Context: an optimization exercise on an open-source flow, tuned for small area. The choices shown serve that exercise and are no tape-out recipe.
In this exercise RTL edits were held to simulation tests only and were not proved equivalent to the original.
Power figures rest on the tool's default switching activity, not on a simulated workload.

== P ==
## ray_gen
module ray_gen
#(
  parameter int WIDTH  = 320,
  parameter int HEIGHT = 240
) (
  input  logic                            clk,
  input  logic                            reset,
  input  logic                            i_start,
  input  logic signed [0:2][31:0]         i_eye,
  input  logic signed [0:2][31:0]         i_base,
  input  logic signed [0:2][31:0]         i_du,
  input  logic signed [0:2][31:0]         i_dv,
  output logic signed [0:1][0:2][31:0]    o_ray,
  output logic                            o_valid,
  input  logic                            i_ready,
  output logic [$clog2(WIDTH+1)-1:0]      o_px,
  output logic [$clog2(HEIGHT+1)-1:0]     o_py,
  output logic                            o_last,
  output logic                            o_busy,
  output logic                            o_done,
  output logic                            o_overflow
);
==> flow/config.mk <==
export PLATFORM = sky130hd
export DESIGN_NAME = ray_gen
export DESIGN_NICKNAME = ray_gen
export VERILOG_FILES = /design/flow/design.v
export SDC_FILE = /design/flow/constraint.sdc
export NUM_CORES = 4
export LEC_CHECK = 0
export ABC_AREA = 1
export CAP_MARGIN = 20
export CORE_MARGIN = 2
export CORE_UTILIZATION = 40
export CTS_BUF_LIST = sky130_fd_sc_hd__clkbuf_8
export CTS_CLUSTER_DIAMETER = 60
export CTS_CLUSTER_SIZE = 16
export SLEW_MARGIN = 20
==> flow/constraint.sdc <==
create_clock -name core_clock -period 5.0 [get_ports {clk}]
set_input_delay 1.0000 -clock core_clock [delete_from_list [all_inputs] [get_ports {clk}]]
set_output_delay 1.0000 -clock core_clock [all_outputs]
set_load 0.01 [all_outputs]
standard.sh (not shown) runs the stock make flow with config.mk's settings and CLKGATE_MAP_FILE= SYNTH_SCRIPT=/design/flow/synth_recipe.tcl, a recipe that flattens the netlist after the stock synthesis.
==> flow/flow/run.sh <==
#!/bin/bash
set -euo pipefail
export BUFFER_PORTS_ARGS="-buffer_cell sky130_fd_sc_hd__buf_1"
bash standard.sh > standard.log 2>&1
Inputs modified between P and Q:
# P
export LEC_CHECK = 0
export ABC_AREA = 1
export CAP_MARGIN = 20
export CORE_MARGIN = 2
export CORE_UTILIZATION = 40
export CTS_BUF_LIST = sky130_fd_sc_hd__clkbuf_8
export CTS_CLUSTER_DIAMETER = 60
export CTS_CLUSTER_SIZE = 16
export SLEW_MARGIN = 20
create_clock -name core_clock -period 5.0 [get_ports {clk}]
# Q
export LEC_CHECK = 0
export CAP_MARGIN = 20
export CORE_MARGIN = 2
export CORE_UTILIZATION = 40
export CTS_BUF_LIST = sky130_fd_sc_hd__clkbuf_8
export CTS_CLUSTER_DIAMETER = 60
export CTS_CLUSTER_SIZE = 16
export SLEW_MARGIN = 20
create_clock -name core_clock -period 5.0 [get_ports {clk}]
==> comparison <==
Q gives more layout overhead on the synthesized area than P did.
Of Q and P, the lower number of ordinary inverters in the final layout belongs to Q.
Compared with P, Q shows a higher half-perimeter wire length after placement.
Compared with P, Q shows a cell area that is 1.5% higher.
Detailed route, Q vs P: via total lower for Q
Q vs P, instance count: Q lower
Re overall die area: Q and P aren't equal, and the lower value belongs to Q.

========
ray_gen, a different RTL version from the one above (not shown whole).
Size: ~1300 cells after synthesis, about 500 flip-flops, about 600 I/O pins.
export LEC_CHECK = 0
export CAP_MARGIN = 0
export CORE_MARGIN = 2
export CORE_UTILIZATION = 40
export CTS_BUF_LIST = sky130_fd_sc_hd__clkbuf_8
export CTS_CLUSTER_DIAMETER = 60
export CTS_CLUSTER_SIZE = 16
export SLEW_MARGIN = 0
create_clock -name core_clock -period 5.0 [get_ports {clk}]
Scripts as last shown in full above: flow/flow/run.sh
The first run ran to the end with no violations.
Next try:
ABC_AREA = 1   (was unset)
CAP_MARGIN = 20   (was 0)
SLEW_MARGIN = 20   (was 0)
After rerunning:
- wire length rose by 1.8%
- clock power fell by about 10%
- total power fell by about 2.2%
- count of clock-buffer cells in the layout fell by 1
- critical path depth rose by 5
- fmax rose by 14%
- via count rose by 3.5%
Next try:
ABC_AREA = unset   (was 1)
Setup slack got worse by 0.58 ns.
Utilization increases by 1.7 points.
Maximum frequency goes down by roughly a tenth.
Synthesized area is lower by a few percent.
Sequential share of layout area came out higher by 1.5 points.
Next try:
CORE_UTILIZATION = 65   (was 40)
PLACE_DENSITY = 0.75   (was unset)
Outcome:
- The new run finished with timing, DRC and antenna clean
- synthesized area does not change
- wire length is about the same
- flip-flop and latch count does not change
- design area came out lower by a few percent
- cell count drops by roughly a tenth
- via count went up by a few percent
- worst hold slack gains 0.060 ns
- first-iteration DRC count grows by roughly a tenth
- core utilization increases by 28 points
- sequential power hardly moves
- fmax grows by a few percent

separate check: timing with driven ports:
No port has a modelled driver above. Below, the same layouts with a new extraction and two added sets of constraints. Step 1 (the two cells are an assumption about what drives the block):
set clk [get_ports {clk}]
set_driving_cell -lib_cell sky130_fd_sc_hd__clkbuf_16 $clk
set_driving_cell -lib_cell sky130_fd_sc_hd__buf_2 [delete_from_list [all_inputs] $clk]
Step 2 moves the port delays by t, midway between the first and last clock arrival at a register: inputs arrive t later, outputs are due t later. That takes back most of the time a late clock gives input paths. a / b / c = ideal ports / drivers / drivers and shift; a / b = the first two.
run | shift t [ns] | setup slack, ns | hold WS [ns] | pins driven straight from the clock port
P | 0.685 | 0.870 / 0.870 / 0.349 | 0.239 / 0.206 / 0.461 | 1
Q | 0.690 | 0.230 / 0.230 / -0.417 | 0.260 / 0.237 / 0.455 | 1
the first run of note 2 | 0.694 | 0.366 / 0.393 / -0.300 | 0.233 / 0.195 / 0.460 | 1
the second run of note 2 | 0.703 | 0.943 / 0.943 / 0.376 | 0.221 / 0.197 / 0.465 | 1
the third run of note 2 | 0.694 | 0.366 / 0.393 / -0.300 | 0.233 / 0.195 / 0.460 | 1
the fourth run of note 2 | 0.617 | 0.484 / 0.482 / -0.135 | 0.293 / 0.266 / 0.462 | 1
With both steps, setup timing fails in Q, the first run of note 2, the third run of note 2 and the fourth run of note 2, where it was met with ideal ports.
